This design comes from an exercise in tuning for small area and a short achievable clock period on the open sky130 flow, not from production work.
RTL that was checked went through simulation tests only; none was proved equivalent to the original.
Power is estimated from default activity; no workload was simulated.

v6:
==> flow/design.v (excerpt) <==
module ex_stage (
    input  logic        clk,
    input  logic        rst_n,
    input  logic        flush,
    input  logic        in_valid,
    input  logic [6:0]  in_opcode,
    input  logic [4:0]  in_rd,
    input  logic [2:0]  in_funct3,
    input  logic [6:0]  in_funct7,
    input  logic [31:0] in_imm,
    input  logic [31:0] in_pc,
    input  logic [31:0] in_rs1_val,
    input  logic [31:0] in_rs2_val,
    output logic        out_valid,
    output logic [4:0]  out_rd,
    output logic        out_rd_we,
    output logic [31:0] out_rd_val,
    output logic [31:0] out_pc,
    output logic        out_jump,
    output logic [31:0] out_jump_pc,
    output logic        out_illegal
);
Size: roughly 13000 um2 of cells after synthesis.
export LEC_CHECK = 0
export CAP_MARGIN = 20
export CORE_MARGIN = 2
export CORE_UTILIZATION = 40
export SETUP_SLACK_MARGIN = 3.0
export SLEW_MARGIN = 20
create_clock -name core_clock -period 5.0 [get_ports {clk}]
standard.sh (not shown) runs the stock make flow with config.mk's settings and CLKGATE_MAP_FILE= SYNTH_SCRIPT=/design/flow/synth_recipe.tcl, a recipe that flattens the netlist after the stock synthesis.
==> flow/flow/run.sh <==
#!/bin/bash
# ORFS's synthesis as synth_recipe.tcl runs it, except that the full/half
# adder extraction is skipped and ABC maps with flow/abc.script; then the
# standard layout with plain buf_1 cells as port buffers.
set -euo pipefail
W=$PWD
{
  cat <<EOT
proc extract_fa {args} {}
proc abc {args} {
  set i [lsearch -exact \$args -script]
  lset args [expr {\$i + 1}] $W/flow/abc.script
  yosys abc {*}\$args
}
EOT
  cat synth_recipe.tcl
} > synth_custom.tcl
bash standard.sh SYNTH_SCRIPT=$W/synth_custom.tcl synth > synth.log 2>&1
BUFFER_PORTS_ARGS="-buffer_cell sky130_fd_sc_hd__buf_1" bash standard.sh finish > layout.log 2>&1
==> flow/flow/abc.script <==
strash
dch
map -B 0.9
topo
stime -c
buffer -c
upsize -c
dnsize -c
v6 finished end to end and its layout was clean on timing, DRC and antenna.
For v7, these inputs were changed with respect to v6:
-- flow/design.v --
<<< v6, line 41
    output logic        iss_link,
    output logic        iss_br,
    output logic        iss_eq,
    output logic        iss_lt,
    output logic        iss_beq,
    output logic        iss_blt,
    output logic        iss_binv
);
    logic is_op, is_opimm, is_lui, is_auipc, is_br, is_jal, is_jalr, is_alu;
    logic eq, lt;
    logic [2:0] f3;
    logic sub, sel_pc, sel_rev, sel_rs1;
>>> v7, line 41
    output logic        iss_link,
    output logic        iss_br,
    output logic        iss_jump
);
    logic is_op, is_opimm, is_lui, is_auipc, is_br, is_jal, is_jalr, is_alu;
    logic cond;
    logic [2:0] f3;
    logic sub, sel_pc, sel_rev, sel_rs1;
<<< v6, line 74
        .rs1    (in_rs1_val),
        .rs2    (in_rs2_val),
        .uns    (f3[1]),
        .eq     (eq),
        .lt     (lt)
    );
    always_ff @(posedge clk or negedge rst_n) begin
>>> v7, line 70
        .rs1    (in_rs1_val),
        .rs2    (in_rs2_val),
        .funct3 (f3),
        .cond   (cond)
    );
    always_ff @(posedge clk or negedge rst_n) begin
<<< v6, line 102
        iss_link <= is_jal | is_jalr;
        iss_br   <= is_br;
        iss_eq   <= eq;
        iss_lt   <= lt;
        iss_beq  <= is_br & (f3[2:1] == 2'b00);
        iss_blt  <= is_br & f3[2];
        iss_binv <= f3[0];
    end
endmodule
>>> v7, line 97
        iss_link <= is_jal | is_jalr;
        iss_br   <= is_br;
        iss_jump <= (is_br & cond) | is_jal | is_jalr;
    end
endmodule
<<< v6, line 181
    input  logic [31:0] rs1,
    input  logic [31:0] rs2,
    input  logic        uns,
    output logic        eq,
    output logic        lt
);
    logic [30:0] gt_b;    
>>> v7, line 172
    input  logic [31:0] rs1,
    input  logic [31:0] rs2,
    input  logic [2:0]  funct3,
    output logic        cond
);
    logic [30:0] gt_b;    
<<< v6, line 190
    logic        eq_lo;
    logic        sd;      
    assign gt_b = rs1[30:0] & ~rs2[30:0];
    assign lt_b = ~rs1[30:0] & rs2[30:0];
>>> v7, line 180
    logic        eq_lo;
    logic        sd;      
    logic        eq, lt, ltu;
    assign gt_b = rs1[30:0] & ~rs2[30:0];
    assign lt_b = ~rs1[30:0] & rs2[30:0];
<<< v6, line 209
        eq_lo = e[0];
    end
    assign sd = rs1[31] ^ rs2[31];
    assign eq = eq_lo & !sd;
    assign lt = sd ? (uns ? rs2[31] : rs1[31]) : lt_lo;
endmodule
`default_nettype wire
>>> v7, line 200
        eq_lo = e[0];
    end
    assign sd  = rs1[31] ^ rs2[31];
    assign eq  = eq_lo & !sd;
    assign ltu = sd ? rs2[31] : lt_lo;
    assign lt  = sd ? rs1[31] : lt_lo;
    always_comb begin
        case (funct3)
            3'b000:  cond = eq;
            3'b001:  cond = !eq;
            3'b100:  cond = lt;
            3'b101:  cond = !lt;
            3'b110:  cond = ltu;
            3'b111:  cond = !ltu;
            default: cond = 1'b0;
        endcase
    end
endmodule
`default_nettype wire
<<< v6, line 281
    logic [4:0]  iss_rd;
    logic        iss_add, iss_sub, iss_sll, iss_sr, iss_cmp, iss_mod;
    logic        iss_lx, iss_la, iss_link, iss_br;
    logic        iss_eq, iss_lt, iss_beq, iss_blt, iss_binv;
    logic        jump;
    logic [31:0] rd_val, jump_pc;
    logic        illegal, rd_we;
>>> v7, line 284
    logic [4:0]  iss_rd;
    logic        iss_add, iss_sub, iss_sll, iss_sr, iss_cmp, iss_mod;
    logic        iss_lx, iss_la, iss_link, iss_br, iss_jump;
    logic [31:0] rd_val, jump_pc;
    logic        illegal, rd_we;
<<< v6, line 314
        .iss_link   (iss_link),
        .iss_br     (iss_br),
        .iss_eq     (iss_eq),
        .iss_lt     (iss_lt),
        .iss_beq    (iss_beq),
        .iss_blt    (iss_blt),
        .iss_binv   (iss_binv)
    );
    int_alu i_alu (
>>> v7, line 315
        .iss_link   (iss_link),
        .iss_br     (iss_br),
        .iss_jump   (iss_jump)
    );
    int_alu i_alu (
<<< v6, line 339
    assign illegal = !(iss_add | iss_sll | iss_sr | iss_cmp | iss_lx | iss_la |
                       iss_link | iss_br);
    assign jump    = iss_link |
                     (((iss_beq & iss_eq) | (iss_blt & iss_lt)) ^ (iss_binv & (iss_beq | iss_blt)));
    assign rd_we   = !illegal && !iss_br && (iss_rd != 5'd0);
    ex_result i_result (
>>> v7, line 336
    assign illegal = !(iss_add | iss_sll | iss_sr | iss_cmp | iss_lx | iss_la |
                       iss_link | iss_br);
    assign rd_we   = !illegal && !iss_br && (iss_rd != 5'd0);
    ex_result i_result (
<<< v6, line 351
        .rd_val      (rd_val),
        .pc          (iss_pc),
        .jump        (jump),
        .jump_pc     (jump_pc),
        .illegal     (illegal),
>>> v7, line 346
        .rd_val      (rd_val),
        .pc          (iss_pc),
        .jump        (iss_jump),
        .jump_pc     (jump_pc),
        .illegal     (illegal),
==> comparison <==
Post-route met1 wirelength in v7 is about 0.33% below v6. v7 vs v6 — final critical-path share of the clock period rose 2.0 points. Run comparison: v6 end point of the critical path i_ex_top.i_result.out_jump_pc[23]$_DFF_P_; v7 end point of the critical path i_ex_top.i_issue.iss_jump$_DFF_P_. Type of the setup path with the least slack = primary input to flop: v7; type of the setup path with the least slack = flop to flop: v6. Min cell area after technology mapping across v6 and v7: v7. Min number of non-clock buffers in the layout across v6 and v7: v6. v7 vs v6, global-route usage over all layers went up by 0.23 points. Comparing v6 and v7, the higher via count was measured on v6. Clock sink count: v7 vs v6 down about 1.8%. Diff v6 -> v7 | timing-limited maximum frequency | down by a few percent. Looking at v6 and v7, the remaining antenna violation count after routing is a wash.
For v7, only the layout was checked, not whether the RTL still works.

---

ex_stage, a different RTL version from the one above (not shown whole).
For scale: ~2,000 cells after synthesis, ~260 I/O pins.
==> module ex_issue, before the edit <==
module ex_issue (
    input  logic        clk,
    input  logic        rst_n,
    input  logic        flush,
    input  logic        in_valid,
    input  logic [6:0]  in_opcode,
    input  logic [4:0]  in_rd,
    input  logic [2:0]  in_funct3,
    input  logic [6:0]  in_funct7,
    input  logic [31:0] in_imm,
    input  logic [31:0] in_pc,
    input  logic [31:0] in_rs1_val,
    input  logic [31:0] in_rs2_val,
    output logic        iss_valid,
    output logic [31:0] iss_a,
    output logic [31:0] iss_b,
    output logic [31:0] iss_pc,
    output logic [4:0]  iss_rd,
    output logic        iss_add,
    output logic        iss_sub,
    output logic        iss_sll,
    output logic        iss_sr,
    output logic        iss_cmp,
    output logic        iss_mod,
    output logic        iss_lx,
    output logic        iss_la,
    output logic        iss_link,
    output logic        iss_br,
    output logic        iss_eq,
    output logic        iss_lt,
    output logic        iss_beq,
    output logic        iss_blt,
    output logic        iss_binv
);
    logic is_op, is_opimm, is_lui, is_auipc, is_br, is_jal, is_jalr, is_alu;
    logic eq, lt;
    logic [2:0] f3;
    logic [6:2] op;
    logic p_alu, p_op, sub, sel_pc, sel_rev, sel_rs1;
    logic [31:0] rs1_rev;
    assign f3       = in_funct3;
    assign is_op    = (in_opcode == exec_pkg::OPC_OP);
    assign is_opimm = (in_opcode == exec_pkg::OPC_OP_IMM);
    assign is_lui   = (in_opcode == exec_pkg::OPC_LUI);
    assign is_auipc = (in_opcode == exec_pkg::OPC_AUIPC);
    assign is_br    = (in_opcode == exec_pkg::OPC_BRANCH);
    assign is_jal   = (in_opcode == exec_pkg::OPC_JAL);
    assign is_jalr  = (in_opcode == exec_pkg::OPC_JALR);
    assign is_alu   = is_op | is_opimm;
    assign op      = in_opcode[6:2];
    assign p_alu   = !op[6] & !op[2];
    assign p_op    = p_alu & op[5];
    assign sub     = p_alu & ((!f3[2] & f3[1]) |
                              ((f3 == 3'b000) & op[5] & in_funct7[5]));
    assign sel_pc  = op[6] ? (op[3] | !op[2]) : (!op[5] & op[2]);
    assign sel_rev = p_alu & (f3 == 3'b001);
    assign sel_rs1 = (p_alu & (f3 != 3'b001)) | (op[6] & !op[3] & op[2]);
    always_comb begin
        for (int i = 0; i < 32; i++) begin
            rs1_rev[i] = in_rs1_val[31-i];
        end
    end
    branch_unit i_branch (
        .rs1    (in_rs1_val),
        .rs2    (in_rs2_val),
        .uns    (f3[1]),
        .eq     (eq),
        .lt     (lt)
    );
    always_ff @(posedge clk or negedge rst_n) begin
        if (!rst_n) begin
            iss_valid <= 1'b0;
        end else begin
            iss_valid <= in_valid && !flush;
        end
    end
    always_ff @(posedge clk) begin
        iss_a    <= ({32{sel_pc}} & in_pc) | ({32{sel_rev}} & rs1_rev) |
                    ({32{sel_rs1}} & in_rs1_val);
        iss_b    <= (p_op ? in_rs2_val : in_imm) ^ {32{sub}};
        iss_pc   <= in_pc;
        iss_rd   <= in_rd;
        iss_add  <= (is_alu & (f3 == 3'b000)) | is_lui | is_auipc;
        iss_sub  <= sub;
        iss_sll  <= is_alu & (f3 == 3'b001);
        iss_sr   <= is_alu & (f3 == 3'b101);
        iss_cmp  <= is_alu & (f3[2:1] == 2'b01);
        iss_mod  <= f3[2] ? in_funct7[5] : (f3[1] & f3[0]);
        iss_lx   <= is_alu & f3[2] & !f3[0];
        iss_la   <= is_alu & f3[2] & f3[1];
        iss_link <= is_jal | is_jalr;
        iss_br   <= is_br;
        iss_eq   <= eq;
        iss_lt   <= lt;
        iss_beq  <= is_br & (f3[2:1] == 2'b00);
        iss_blt  <= is_br & f3[2];
        iss_binv <= f3[0];
    end
endmodule
Settings: LEC_CHECK=0, CAP_MARGIN=20, CORE_MARGIN=2, CORE_UTILIZATION=40, SETUP_SLACK_MARGIN=2.8, SLEW_MARGIN=20; clock period 5.0 ns.
Scripts as last shown in full above: flow/flow/run.sh, flow/flow/abc.script
Then changed:
--- a/flow/design.v
+++ b/flow/design.v
@@ -46,32 +46,28 @@
     output logic        iss_blt,
     output logic        iss_binv
 );
     logic is_op, is_opimm, is_lui, is_auipc, is_br, is_jal, is_jalr, is_alu;
     logic eq, lt;
     logic [2:0] f3;
-    logic [6:2] op;
-    logic p_alu, p_op, sub, sel_pc, sel_rev, sel_rs1;
+    logic sub, sel_pc, sel_rev, sel_rs1;
     logic [31:0] rs1_rev;
     assign f3       = in_funct3;
     assign is_op    = (in_opcode == exec_pkg::OPC_OP);
     assign is_opimm = (in_opcode == exec_pkg::OPC_OP_IMM);
     assign is_lui   = (in_opcode == exec_pkg::OPC_LUI);
     assign is_auipc = (in_opcode == exec_pkg::OPC_AUIPC);
     assign is_br    = (in_opcode == exec_pkg::OPC_BRANCH);
     assign is_jal   = (in_opcode == exec_pkg::OPC_JAL);
     assign is_jalr  = (in_opcode == exec_pkg::OPC_JALR);
     assign is_alu   = is_op | is_opimm;
-    assign op      = in_opcode[6:2];
-    assign p_alu   = !op[6] & !op[2];
-    assign p_op    = p_alu & op[5];
-    assign sub     = p_alu & ((!f3[2] & f3[1]) |
-                              ((f3 == 3'b000) & op[5] & in_funct7[5]));
-    assign sel_pc  = op[6] ? (op[3] | !op[2]) : (!op[5] & op[2]);
-    assign sel_rev = p_alu & (f3 == 3'b001);
-    assign sel_rs1 = (p_alu & (f3 != 3'b001)) | (op[6] & !op[3] & op[2]);
+    assign sub     = is_alu & ((f3 == 3'b010) | (f3 == 3'b011) |
+                               ((f3 == 3'b000) & is_op & in_funct7[5]));
+    assign sel_pc  = is_auipc | is_jal | is_br;
+    assign sel_rev = is_alu & (f3 == 3'b001);
+    assign sel_rs1 = (is_alu & (f3 != 3'b001)) | is_jalr;
     always_comb begin
         for (int i = 0; i < 32; i++) begin
             rs1_rev[i] = in_rs1_val[31-i];
         end
     end
     branch_unit i_branch (
@@ -86,15 +82,16 @@
             iss_valid <= 1'b0;
         end else begin
             iss_valid <= in_valid && !flush;
         end
     end
     always_ff @(posedge clk) begin
-        iss_a    <= ({32{sel_pc}} & in_pc) | ({32{sel_rev}} & rs1_rev) |
-                    ({32{sel_rs1}} & in_rs1_val);
-        iss_b    <= (p_op ? in_rs2_val : in_imm) ^ {32{sub}};
+        iss_a    <= sel_pc  ? in_pc :
+                    sel_rev ? rs1_rev :
+                    sel_rs1 ? in_rs1_val : 32'd0;
+        iss_b    <= (is_op ? in_rs2_val : in_imm) ^ {32{sub}};
         iss_pc   <= in_pc;
         iss_rd   <= in_rd;
         iss_add  <= (is_alu & (f3 == 3'b000)) | is_lui | is_auipc;
         iss_sub  <= sub;
         iss_sll  <= is_alu & (f3 == 3'b001);
         iss_sr   <= is_alu & (f3 == 3'b101);
=> The new run went through all stages and came out clean. Routed wire length came out lower by 8.5%. Critical path depth came out lower by 1. Worst setup slack gets better by 0.029 ns. Clock skew came out higher by 0.0085 ns. Non-clock buffer count came out higher by 10. Cell count came out lower by 1.1%. Total power came out lower by 20%. Final area came out lower by 0.82%. Sequential power came out lower by about 5%. Clock power came out lower by about 7%. Via count came out lower by 2.3%. First-iteration DRC count came out higher by 24%.
No functional check of the RTL was part of the first run of this note.

---

## the baseline
Starting RTL as in the previous note.
==> module int_alu, before the edit <==
module int_alu (
    input  logic [31:0] a,
    input  logic [31:0] b,
    input  logic [31:0] pc,
    input  logic        op_add,
    input  logic        op_sub,
    input  logic        op_sll,
    input  logic        op_sr,
    input  logic        op_cmp,
    input  logic        op_mod,
    input  logic        op_lx,
    input  logic        op_la,
    input  logic        op_link,
    input  logic        op_br,
    output logic [31:0] rd_val,
    output logic [31:0] jump_pc
);
    logic [31:0] sum;
    logic        cout;
    logic        lt;
    logic [31:0] sh_out;
    logic [31:0] sh_rev;
    logic        fill;
    logic [31:0] link;
    assign {cout, sum} = {1'b0, a} + {1'b0, b} + {32'd0, op_sub};
    assign lt = op_mod ? !cout : ((a[31] ^ !b[31]) ? a[31] : sum[31]);
    assign fill   = op_mod & a[31];
    assign sh_out = 32'($signed({fill, a}) >>> b[4:0]);
    always_comb begin
        for (int i = 0; i < 32; i++) begin
            sh_rev[i] = sh_out[31-i];
        end
    end
    inc30 i_inc (
        .a (pc[31:2]),
        .s (link[31:2])
    );
    assign link[1:0] = pc[1:0];
    assign rd_val = ({32{op_add}} & sum) |
                    ({32{op_sr}} & sh_out) |
                    ({32{op_sll}} & sh_rev) |
                    {31'd0, op_cmp & lt} |
                    ({32{op_lx}} & (a ^ b)) |
                    ({32{op_la}} & (a & b)) |
                    ({32{op_link}} & link);
    assign jump_pc = ({32{op_br}} & sum) |
                     ({32{op_link}} & {sum[31:1], 1'b0});
endmodule
export LEC_CHECK = 0
export CAP_MARGIN = 20
export CORE_MARGIN = 2
export CORE_UTILIZATION = 45
export SETUP_SLACK_MARGIN = 2.8
export SLEW_MARGIN = 20
create_clock -name core_clock -period 5.0 [get_ports {clk}]
==> flow/flow/run.sh <==
#!/bin/bash
# ORFS's synthesis as synth_recipe.tcl runs it, except that the full/half
# adder extraction is skipped and ABC maps with flow/abc.script; then the
# standard layout with plain buf_1 cells as port buffers.
set -euo pipefail
W=$PWD
{
  cat <<EOT
proc extract_fa {args} {}
proc abc {args} {
  set i [lsearch -exact \$args -script]
  lset args [expr {\$i + 1}] $W/flow/abc.script
  yosys abc {*}\$args
}
EOT
  cat synth_recipe.tcl
} > synth_custom.tcl
bash standard.sh SYNTH_SCRIPT=$W/synth_custom.tcl synth > synth.log 2>&1
CTS_ARGS="-sink_clustering_enable -repair_clock_nets -buf_list sky130_fd_sc_hd__clkbuf_16 -sink_clustering_size 24 -sink_clustering_max_diameter 120 -dont_use_dummy_load" BUFFER_PORTS_ARGS="-buffer_cell sky130_fd_sc_hd__buf_1" bash standard.sh finish > layout.log 2>&1
Scripts as last shown in full above: flow/flow/abc.script
diff inputs: the baseline => the candidate
--- a/flow/design.v
+++ b/flow/design.v
@@ -49,10 +49,13 @@
     logic is_op, is_opimm, is_lui, is_auipc, is_br, is_jal, is_jalr, is_alu;
     logic eq, lt;
     logic [2:0] f3;
     logic [6:2] op;
-    logic p_alu, p_op, sub, sel_pc, sel_rev, sel_rs1;
+    logic p_alu, p_op, sub, sel_pc, sel_sh, sel_rs1;
     logic [31:0] rs1_rev;
+    logic        sh_fill;
+    logic [1:0]  shamt;
+    logic [31:0] sh_src, sh16, sh8;
     assign f3       = in_funct3;
     assign is_op    = (in_opcode == exec_pkg::OPC_OP);
     assign is_opimm = (in_opcode == exec_pkg::OPC_OP_IMM);
     assign is_lui   = (in_opcode == exec_pkg::OPC_LUI);
@@ -66,15 +69,20 @@
     assign p_op    = p_alu & op[5];
     assign sub     = p_alu & ((!f3[2] & f3[1]) |
                               ((f3 == 3'b000) & op[5] & in_funct7[5]));
     assign sel_pc  = op[6] ? (op[3] | !op[2]) : (!op[5] & op[2]);
-    assign sel_rev = p_alu & (f3 == 3'b001);
-    assign sel_rs1 = (p_alu & (f3 != 3'b001)) | (op[6] & !op[3] & op[2]);
+    assign sel_sh  = p_alu & (f3[1:0] == 2'b01);
+    assign sel_rs1 = (p_alu & (f3[1:0] != 2'b01)) | (op[6] & !op[3] & op[2]);
     always_comb begin
         for (int i = 0; i < 32; i++) begin
             rs1_rev[i] = in_rs1_val[31-i];
         end
     end
+    assign shamt   = p_op ? in_rs2_val[4:3] : in_imm[4:3];
+    assign sh_fill = f3[2] & in_funct7[5] & in_rs1_val[31];
+    assign sh_src  = (f3[2] ? in_rs1_val : rs1_rev);
+    assign sh16    = shamt[1] ? {{16{sh_fill}}, sh_src[31:16]} : sh_src;
+    assign sh8     = shamt[0] ? {{8{sh_fill}}, sh16[31:8]} : sh16;
     branch_unit i_branch (
         .rs1    (in_rs1_val),
         .rs2    (in_rs2_val),
         .uns    (f3[1]),
@@ -88,9 +96,9 @@
             iss_valid <= in_valid && !flush;
         end
     end
     always_ff @(posedge clk) begin
-        iss_a    <= ({32{sel_pc}} & in_pc) | ({32{sel_rev}} & rs1_rev) |
+        iss_a    <= ({32{sel_pc}} & in_pc) | ({32{sel_sh}} & sh8) |
                     ({32{sel_rs1}} & in_rs1_val);
         iss_b    <= (p_op ? in_rs2_val : in_imm) ^ {32{sub}};
         iss_pc   <= in_pc;
         iss_rd   <= in_rd;
@@ -136,12 +144,18 @@
     logic [31:0] sh_out;
     logic [31:0] sh_rev;
     logic        fill;
     logic [31:0] link;
-    assign {cout, sum} = {1'b0, a} + {1'b0, b} + {32'd0, op_sub};
+    add32 i_add (
+        .a    (a),
+        .b    (b),
+        .cin  (op_sub),
+        .s    (sum),
+        .cout (cout)
+    );
     assign lt = op_mod ? !cout : ((a[31] ^ !b[31]) ? a[31] : sum[31]);
     assign fill   = op_mod & a[31];
-    assign sh_out = 32'($signed({fill, a}) >>> b[4:0]);
+    assign sh_out = 32'($signed({fill, a}) >>> b[2:0]);
     always_comb begin
         for (int i = 0; i < 32; i++) begin
             sh_rev[i] = sh_out[31-i];
         end
@@ -160,8 +174,27 @@
                     ({32{op_link}} & link);
     assign jump_pc = ({32{op_br}} & sum) |
                      ({32{op_link}} & {sum[31:1], 1'b0});
 endmodule
+module add32(input [31:0] a, b, input cin, output [31:0] s, output cout);
+  logic [31:0] p0, G;
+  always_comb begin
+    logic [31:0] g, p;
+    g = a & b; p = a ^ b;
+    p0 = p;
+    g[0] = g[0] | (p[0] & cin);
+    for (int l = 1; l < 32; l = l*2)
+      for (int i = 0; i < 32; i++)
+        if ((i / l) % 2 == 1) begin
+          g[i] = g[i] | (p[i] & g[(i/l)*l - 1]);
+          p[i] = p[i] & p[(i/l)*l - 1];
+        end
+    G = g;
+  end
+  assign s[0] = p0[0] ^ cin;
+  for (genvar i = 1; i < 32; i++) assign s[i] = p0[i] ^ G[i-1];
+  assign cout = G[31];
+endmodule
 module inc30 (
     input  logic [29:0] a,
     output logic [29:0] s
 );
- Across the baseline and the candidate, the outcome is the same: a clean finish for every run.
- Internal power contribution improves in the candidate relative to the baseline.
- Basic-gate share of the synthesized area counting and, or, nand and nor cells, the baseline and the candidate: higher on the baseline
- Cell area after layout (higher): the baseline
- Minimum hold slack was higher in the run labelled the baseline.
- Setup slack for the candidate is higher than for the baseline.
Function not checked in the baseline: the RTL went through the layout flow alone.

[afterwards: timing with drivers on the ports]
In the flow no input, the clock included, has a driving cell. The finished layouts below were timed again as built, in two steps.
Step 1, drivers: a clkbuf_16 drives clk and a buf_2 each remaining input, both assumed.
Step 2 also shifts input and output timing later by t, the mid clock arrival at the registers, as if the neighbouring blocks saw the same clock.
a / b / c = no drivers / after step 1 / after step 2; a / b = the first two.
run	t (ns)	setup WS [ns]	worst data-port slew with drivers (ns)
v6	0.588	2.947 / 2.928 / 2.455	0.05
v7	0.593	2.847 / 2.863 / 2.270	0.05
the first run of note 2	0.590	2.803 / 2.803 / 2.321	0.06
the second run of note 2	0.583	2.831 / 2.831 / 2.284	0.04
the baseline	0.539	2.754 / 2.754 / 2.356	0.09
the candidate	0.522	2.817 / 2.849 / 2.327	0.05
After both steps setup and hold are still met in every run listed. The setup slack of v7, which loses most, moves by +0.016 ns with the drivers and by -0.577 ns with both steps.
